Context: an optimization exercise on an open-source flow, tuned for small area. The choices shown serve that exercise and are no tape-out recipe. In this exercise RTL edits were held to simulation tests only and were not proved equivalent to the original. Power and IR drop assume default switching activity.

==> design.v <==
module rf_aoi222 (
    input  logic a0, b0, a1, b1, a2, b2,
    output logic y
);
    assign y = ~((a0 & b0) | (a1 & b1) | (a2 & b2));
endmodule
module rf_aoi22 (
    input  logic a0, b0, a1, b1,
    output logic y
);
    assign y = ~((a0 & b0) | (a1 & b1));
endmodule
module rf_nand2 (
    input  logic a0, b0,
    output logic y
);
    assign y = ~(a0 & b0);
endmodule
module rf_nand4 (
    input  logic a, b, c, d,
    output logic y
);
    assign y = ~(a & b & c & d);
endmodule
module rf_nand3 (
    input  logic a, b, c,
    output logic y
);
    assign y = ~(a & b & c);
endmodule
module rf_or3 (
    input  logic a, b, c,
    output logic y
);
    assign y = a | b | c;
endmodule
module rf_ao_sel #(
    parameter int N = 32
) (
    input  logic [N-1:0] s,
    input  logic [N-1:0] d,
    output logic         y
);
    logic [10:0] p;
    logic [2:0]  q;
    for (genvar k = 0; k < 10; k++) begin : g_aoi
        rf_aoi222 u_aoi (
            .a0(s[3*k]),   .b0(d[3*k]),
            .a1(s[3*k+1]), .b1(d[3*k+1]),
            .a2(s[3*k+2]), .b2(d[3*k+2]),
            .y(p[k])
        );
    end
    if (N == 32) begin : g_last2
        rf_aoi22 u_last (.a0(s[30]), .b0(d[30]), .a1(s[31]), .b1(d[31]), .y(p[10]));
    end else begin : g_last1
        rf_nand2 u_last (.a0(s[30]), .b0(d[30]), .y(p[10]));
    end
    rf_nand4 u_n0 (.a(p[0]), .b(p[1]), .c(p[2]), .d(p[3]), .y(q[0]));
    rf_nand4 u_n1 (.a(p[4]), .b(p[5]), .c(p[6]), .d(p[7]), .y(q[1]));
    rf_nand3 u_n2 (.a(p[8]), .b(p[9]), .c(p[10]), .y(q[2]));
    rf_or3   u_o  (.a(q[0]), .b(q[1]), .c(q[2]), .y(y));
endmodule
module decode_register_file #(
    parameter int XLEN   = 32,
    parameter int PEND_W = 2
) (
    input  logic            clk,
    input  logic            rst,
    input  logic            RegWriteW,
    input  logic [4:0]      RDW,
    input  logic [XLEN-1:0] ResultW,
    input  logic [4:0]      A1,
    input  logic [4:0]      A2,
    output logic [XLEN-1:0] RD1,
    output logic [XLEN-1:0] RD2,
    input  logic            IssueD,
    input  logic [4:0]      IssueRdD,
    input  logic            CancelE,
    input  logic [4:0]      CancelRdE,
    output logic            StallD,
    output logic            ErrorW
);
    logic [31:1] dec_a1, dec_a2, dec_w, dec_i, dec_c;
    logic [31:1] wr;
    logic [31:1] valid;
    logic [31:1] ok;
    logic [31:1] sel1, sel2;
    logic        byp1, byp2;
    logic [XLEN-1:0] regs [1:31];
    always_comb begin
        for (int i = 1; i < 32; i++) begin
            dec_a1[i] = (A1 == 5'(i));
            dec_a2[i] = (A2 == 5'(i));
            dec_w[i]  = (RDW == 5'(i));
            dec_i[i]  = (IssueRdD == 5'(i));
            dec_c[i]  = (CancelRdE == 5'(i));
        end
    end
    assign wr = {31{RegWriteW}} & dec_w;
    for (genvar gi = 1; gi < 32; gi++) begin : g_reg
        always_ff @(posedge clk) begin
            if (wr[gi]) begin
                regs[gi] <= ResultW;
            end
        end
    end
    always_ff @(posedge clk) begin
        if (rst) begin
            valid <= '0;
        end else begin
            valid <= valid | wr;
        end
    end
    assign ok   = valid & ~wr;
    assign sel1 = dec_a1 & ok;
    assign sel2 = dec_a2 & ok;
    assign byp1 = RegWriteW && (RDW == A1) && (A1 != 5'd0);
    assign byp2 = RegWriteW && (RDW == A2) && (A2 != 5'd0);
    for (genvar b = 0; b < XLEN; b++) begin : g_rd
        logic [31:0] col;
        for (genvar r = 1; r < 32; r++) begin : g_col
            assign col[r-1] = regs[r][b];
        end
        assign col[31] = ResultW[b];
        rf_ao_sel #(.N(32)) u_rd1 (.s({byp1, sel1}), .d(col), .y(RD1[b]));
        rf_ao_sel #(.N(32)) u_rd2 (.s({byp2, sel2}), .d(col), .y(RD2[b]));
    end
    logic [PEND_W-1:0] cnt [1:31];
    logic [31:1]       can;
    logic [31:1]       busy;
    logic [31:1]       full;
    logic [31:1]       underflow;
    logic              a1_busy, a2_busy, any_full, issue_full, stall;
    logic              error_reg;
    assign can = {31{CancelE}} & dec_c;
    for (genvar gi = 1; gi < 32; gi++) begin : g_cnt
        logic              inc;
        logic [1:0]        c;
        logic [PEND_W-1:0] cnt_next;
        assign c = cnt[gi];
        assign busy[gi] = c[1] || (c[0] && !wr[gi]);
        assign full[gi] = c[1] && c[0] && !wr[gi] && !can[gi];
        assign inc      = IssueD && dec_i[gi] && !stall;
        always_comb begin
            case ({c, inc, wr[gi], can[gi]})
                5'b00000: cnt_next = 2'd0;
                5'b00001: cnt_next = 2'd0;
                5'b00010: cnt_next = 2'd0;
                5'b00011: cnt_next = 2'd0;
                5'b00100: cnt_next = 2'd1;
                5'b00101: cnt_next = 2'd0;
                5'b00110: cnt_next = 2'd0;
                5'b00111: cnt_next = 2'd0;
                5'b01000: cnt_next = 2'd1;
                5'b01001: cnt_next = 2'd0;
                5'b01010: cnt_next = 2'd0;
                5'b01011: cnt_next = 2'd0;
                5'b01100: cnt_next = 2'd2;
                5'b01101: cnt_next = 2'd1;
                5'b01110: cnt_next = 2'd1;
                5'b01111: cnt_next = 2'd0;
                5'b10000: cnt_next = 2'd2;
                5'b10001: cnt_next = 2'd1;
                5'b10010: cnt_next = 2'd1;
                5'b10011: cnt_next = 2'd0;
                5'b10100: cnt_next = 2'd3;
                5'b10101: cnt_next = 2'd2;
                5'b10110: cnt_next = 2'd2;
                5'b10111: cnt_next = 2'd1;
                5'b11000: cnt_next = 2'd3;
                5'b11001: cnt_next = 2'd2;
                5'b11010: cnt_next = 2'd2;
                5'b11011: cnt_next = 2'd1;
                5'b11100: cnt_next = 2'd0;
                5'b11101: cnt_next = 2'd3;
                5'b11110: cnt_next = 2'd3;
                5'b11111: cnt_next = 2'd2;
                default:  cnt_next = 2'd0;
            endcase
        end
        assign underflow[gi] = ((wr[gi] || can[gi]) && (c == 2'd0)) ||
                               (wr[gi] && can[gi] && (c == 2'd1));
        always_ff @(posedge clk) begin
            if (rst) begin
                cnt[gi] <= '0;
            end else begin
                cnt[gi] <= cnt_next;
            end
        end
    end
    rf_ao_sel #(.N(31)) u_busy1 (.s(dec_a1), .d(busy), .y(a1_busy));
    rf_ao_sel #(.N(31)) u_busy2 (.s(dec_a2), .d(busy), .y(a2_busy));
    rf_ao_sel #(.N(31)) u_full  (.s(dec_i),  .d(full), .y(any_full));
    assign issue_full = IssueD && any_full;
    assign stall      = a1_busy || a2_busy || issue_full;
    always_ff @(posedge clk) begin
        if (rst) begin
            error_reg <= 1'b0;
        end else if (|underflow) begin
            error_reg <= 1'b1;
        end
    end
    assign StallD = stall;
    assign ErrorW = error_reg;
endmodule
==> run.sh <==
#!/bin/bash
# synth_recipe.tcl (not shown) runs the flow's synth.tcl, then flattens the netlist and writes it again
# the make line also repeats each setting of config.mk as NAME=value (left out here)
make -C /OpenROAD-flow-scripts/flow DESIGN_CONFIG=/design/flow/config.mk WORK_HOME=/design/flow/orfs CLKGATE_MAP_FILE= SYNTH_SCRIPT=/design/flow/synth_recipe.tcl finish
==> config.mk <==
export PLATFORM = sky130hd
export DESIGN_NAME = decode_register_file
export DESIGN_NICKNAME = decode_register_file
export VERILOG_FILES = /design/flow/design.v
export SDC_FILE = /design/flow/constraint.sdc
export NUM_CORES = 4
export LEC_CHECK = 0
export CAP_MARGIN = 0
export CORE_MARGIN = 2
export CORE_UTILIZATION = 55
export SLEW_MARGIN = 0
export SYNTH_HIERARCHICAL = 1
==> constraint.sdc <==
create_clock -name core_clock -period 6.5 [get_ports {clk}]
set_input_delay 1.3000 -clock core_clock [delete_from_list [all_inputs] [get_ports {clk}]]
set_output_delay 1.3000 -clock core_clock [all_outputs]
set_load 0.01 [all_outputs]
==> results.py <==
metrics = {
    "power_and_ir_drop": {
        "netSwitchingFraction": 0.2211,
        "power.switching_w": 0.003168,
        "p_per_area_nw_per_um2": 249.6,
        "power_frac_clock": 0.424,
        "power_frac_seq": 0.540,
        "power.leakage_nw": 19.69,
        "total_power_w": 0.01433,
        "internal-power_w": 0.01116,
        "ir_drop_uv": 211.9,
        "combPwrFrac": 0.036,
    },
    "clocking": {
        "clockRootBuffer": "clkbuf_16",
        "clk_latency_ps": 720,
        "cts-hold-fix-buffers": 0,
        "cts_tree": "yes",
        "path_clk_slew_ps": 50,
        "cts_buffers": 112,
        "cts.sinks": 1086,
        "clockBufferDepth": 3,
        "htreeDepth": 3,
    },
    "global_route": {
        "antenna_found_initial": 0,
        "grt_pass1_wl_um": 266200,
        "grt_pass1_vias": 39160,
        "grt_start_max_net_pins": 55,
        "grt-ovfl-total": 0,
        "grt_use_total": 0.4054,
    },
    "logic_synthesis": {
        "syn-num-nets": 3580,
        "yosys.area_share.simple": 0.1073,
        "muxShareOfSynthArea": 0.005413,
        "synth_warnings": 9,
        "avgSynthCellArea_um2": 14.29,
        "ys.flop_type": "edfxtp_1",
        "synth_cells": 3428,
        "synth_top_family_by_area": "compound AO/OA/AOI/OAI gates",
        "syn-cell-area_um2": 49000,
        "synth_top_area_frac": 0.6079,
        "synth_fa_ha_area_frac": 0.02482,
        "synthXorXnorAreaFrac": 0.006256,
        "ys_async_sr_fraction": 0,
        "synth.distinct_cells": 75,
        "synth-seq-cells": 1086,
        "synth_top_cell_by_area": "edfxtp_1",
        "synth_compound_area_frac": 0.1934,
        "synth-edff-count": 992,
        "synthTopCellsByArea": "edfxtp_1, a222oi_1, dfxtp_1, ha_1, nand4_1",
        "seq_area_frac_synth": 0.6463,
    },
    "floorplanning": {
        "initial_core_util": 0.5545,
        "core_region_area_um2": 88370,
        "fp.dieH_um": 302.5,
        "dieArea_um2": 91500,
        "fp-row-count": 109,
        "ios": 128,
        "die_w_um": 302.5,
    },
    "flow_run": {
        "drv_cap": 0,
    },
    "cells_and_area": {
        "largest_registers": "regs: 992 flops, cnt: 62 flops, valid: 31 flops",
        "final_layout_size_suffix_gt1_frac": 0.1463,
        "nets": 3973,
        "largest_register": "regs",
        "largest_reg_flops": 992,
        "syn_to_final_growth_pct": 17.18,
        "nFillCells": 6408,
    },
    "detailed_routing": {
        "via_count": 40220,
        "drt-total-wl_um": 189900,
        "first_pass_iters": 13,
        "drc": 0,
        "wl_per_cell_um": 37.35,
        "ant_nets": 0,
        "first_iter_violations": 8897,
        "via_per_inst": 7.911,
    },
    "hold_path": {
        "hp-class": "reg -> reg",
    },
    "critical_path": {
        "crit_buf_inv": 3,
        "cpMostUsedCell": "clkdlybuf4s50_1",
        "cp_slowest_cell": "clkdlybuf4s50_1",
        "startpoint_type": "primary input",
        "setup.worst_path.end_class": "primary output",
        "crit_chain": "clkdlybuf4s50_1, nand2b_1, nor2_1, and3_1, buf_12, a222oi_1, nand4_1, or3_1, clkdlybuf4s50_1",
        "critPathMaxStageDelay_ps": 630,
        "critPathRequiredTime_ps": 5200,
        "cp_data_arrival_time_ps": 5180,
        "path_class": "in -> out",
        "crit_family": "simple AND/OR/NAND/NOR gates",
        "cp_max_fo": 32,
    },
    "timing": {
        "max_freq_ghz": 0.1544,
        "setup_viol": 0,
        "skew_ps": 15.46,
        "holdWs_ps": 455.2,
        "period_needed_ps": 6475,
        "drv_slew": 0,
        "grt_setup_unrepaired": "no",
        "period_share": 0.9962,
        "worst_slew_pin_slew_ps": 1362,
        "finalHoldViolations": 0,
        "worst_slack_ps": 24.76,
        "maxSlewHeadroom": 0.08703,
    },
    "placement": {
        "dp_hpwl_um": 115800,
        "io_buffers": 127,
        "pre_cts_slack_ps": -46.47,
        "place_congestion": 0.9945,
    },
    "run_status": {
        "status": "complete, no violations",
    },
}
## power groups by stage
stage | clock network (W) | logic [W] | registers [W]
2_1_floorplan | 0 | 0.000175 | 0.00788
3_3_place_gp | 0 | 0.000484 | 0.00788
3_5_place_dp | 0 | 0.000498 | 0.00789
4_1_cts | 0.00609 | 0.000498 | 0.00774
5_1_grt | 0.00636 | 0.000530 | 0.00775
6_report | 0.00607 | 0.000515 | 0.00774
## final timing paths
path / cells after the start / slack [ps] / from / end
hold reg to reg: 2 / 460 / valid[18] / valid[18]
hold / removal: 2 / 460 / valid[18] / valid[18]
setup reg to reg: 12 / 2320 / cnt[16][0] / cnt[5][0]
setup / recovery: 9 / 20 / A2[1] / RD2[26]
## cell type report
class | instances | area [um^2] | share of cell area
Inverter | 108 | 405.4 | 0.007060
Timing Repair Buffer | 379 | 3855 | 0.06714
Multi-Input combinational cell | 2134 | 16590 | 0.2889
Tap cell | 1165 | 1458 | 0.02539
Clock buffer | 142 | 2925 | 0.05095
Clock inverter | 68 | 511.7 | 0.008912
Sequential cell | 1086 | 31670 | 0.5516
Antenna cell | 2 | 5.005 | 0.00008716
## synth_stat cells (68+ instances only)
master and count:
nor2_1 177, dfxtp_1 94, a222oi_1 676, edfxtp_1 992
nand3_1 101, clkbuf_1 85, or3_1 73, a21oi_1 70
nand2_1 142, nand4_1 144, ha_1 90, inv_1 108
nor3_1 68
## what timing repair did
action / 4_1_cts / 5_1_grt
setup buffers: 0 / 3
endpoints found under the setup margin: 1 / 4
resized for setup: 1 / 5
pin swaps: 1 / 5
## modules after synthesis, one instance, submodules excluded, a selection
| module | times used | flip-flops and latches | cell area (um^2) | cells |
|---|---|---|---|---|
| rf_or3 | 67 | 0 | 6.256 | 1 |
| rf_aoi222 | 670 | 0 | 10.01 | 1 |
| rf_nand3 | 67 | 0 | 5.005 | 1 |
| decode_register_file | 1 | 1086 | 39890 | 2423 |
| rf_aoi22 | 64 | 0 | 12.51 | 1 |
| rf_nand2 | 3 | 0 | 3.754 | 1 |
| rf_nand4 | 134 | 0 | 6.256 | 1 |
## cells by family (layout without fill, tap and decap cells)
group           count (synthesis)  in the layout
simple gates                  947            947
compound gates               1028           1028
mux                            25             25
flops                        1086           1086
other cells                     0              2
buf+inv                       208            697
fa+ha+maj                      99             99
xor+xnor                       35             35
## cells in the final DEF, fill, tap and decap left out, types with 22 or more instances in the layout
cell             count
a211oi_1            22
a21o_1              29
a21oi_1             70
a222oi_1           676
a22oi_2             64
a31oi_1             29
and3_1              52
and4_1              27
buf_12              55
buf_4              198
clkbuf_1            29
clkbuf_16          112
clkdlybuf4s50_1    122
clkinv_1            31
clkinv_2            27
dfxtp_1             94
edfxtp_1           992
ha_1                90
inv_1               77
inv_2               25
nand2_1            142
nand3_1            101
nand4_1            144
nor2_1             176
nor2b_1             24
nor3_1              61
o21ai_0             42
or3_1               73
xnor2_1             22
## per-layer routing
metal / track usage / vias up / share of wire
li1: - / 16230 / -
met1: 0.5096 / 19580 / 0.33
met2: 0.6263 / 3750 / 0.45
met3: 0.08851 / 665 / 0.14
met4: 0.2903 / 0 / 0.083
met5: 0 / - / 0
## worst min-delay path: cells and delay by family (launching register included)
family	cells	cell delay, ps
DFF	1	310
buffers and inverters	1	50
AOI/OAI and AO/OA	1	50
## through the flow
step	std cells	util	TNS, ps	instance area (um^2)
floorplan	3428	-	0	49000
global placement	4869	0.6103	-56.31	53940
detailed placement	4869	0.6103	-48.43	53940
CTS	5079	0.6492	0	57370
global route	5082	0.6497	0	57410
finish	5084	0.6497	0	57420

==> port drivers added, routing unchanged <==
The results above use ideal ports. As a check the final layout listed here was re-extracted and re-timed, cells and wires unchanged.
Step 1, drivers: a clkbuf_16 drives clk and a buf_2 each remaining input, both assumed.
Step 2 also shifts input and output timing later by t, the mid clock arrival at the registers, as if the neighbouring blocks saw the same clock.
Three values: no drivers, after step 1, after step 2; two values: the first two.
t, ns: 0.781
slack for setup (ns): 0.025 / 0.001 / 0.001
hold slack, ns: 0.455 / 0.455 / 0.455
worst setup path at the end: input to output
cell pins on the clock port's net: 1
After both steps this run still meets setup and hold. For this run, drivers alone change the setup slack by -0.024 ns; drivers and shift together by -0.024 ns.
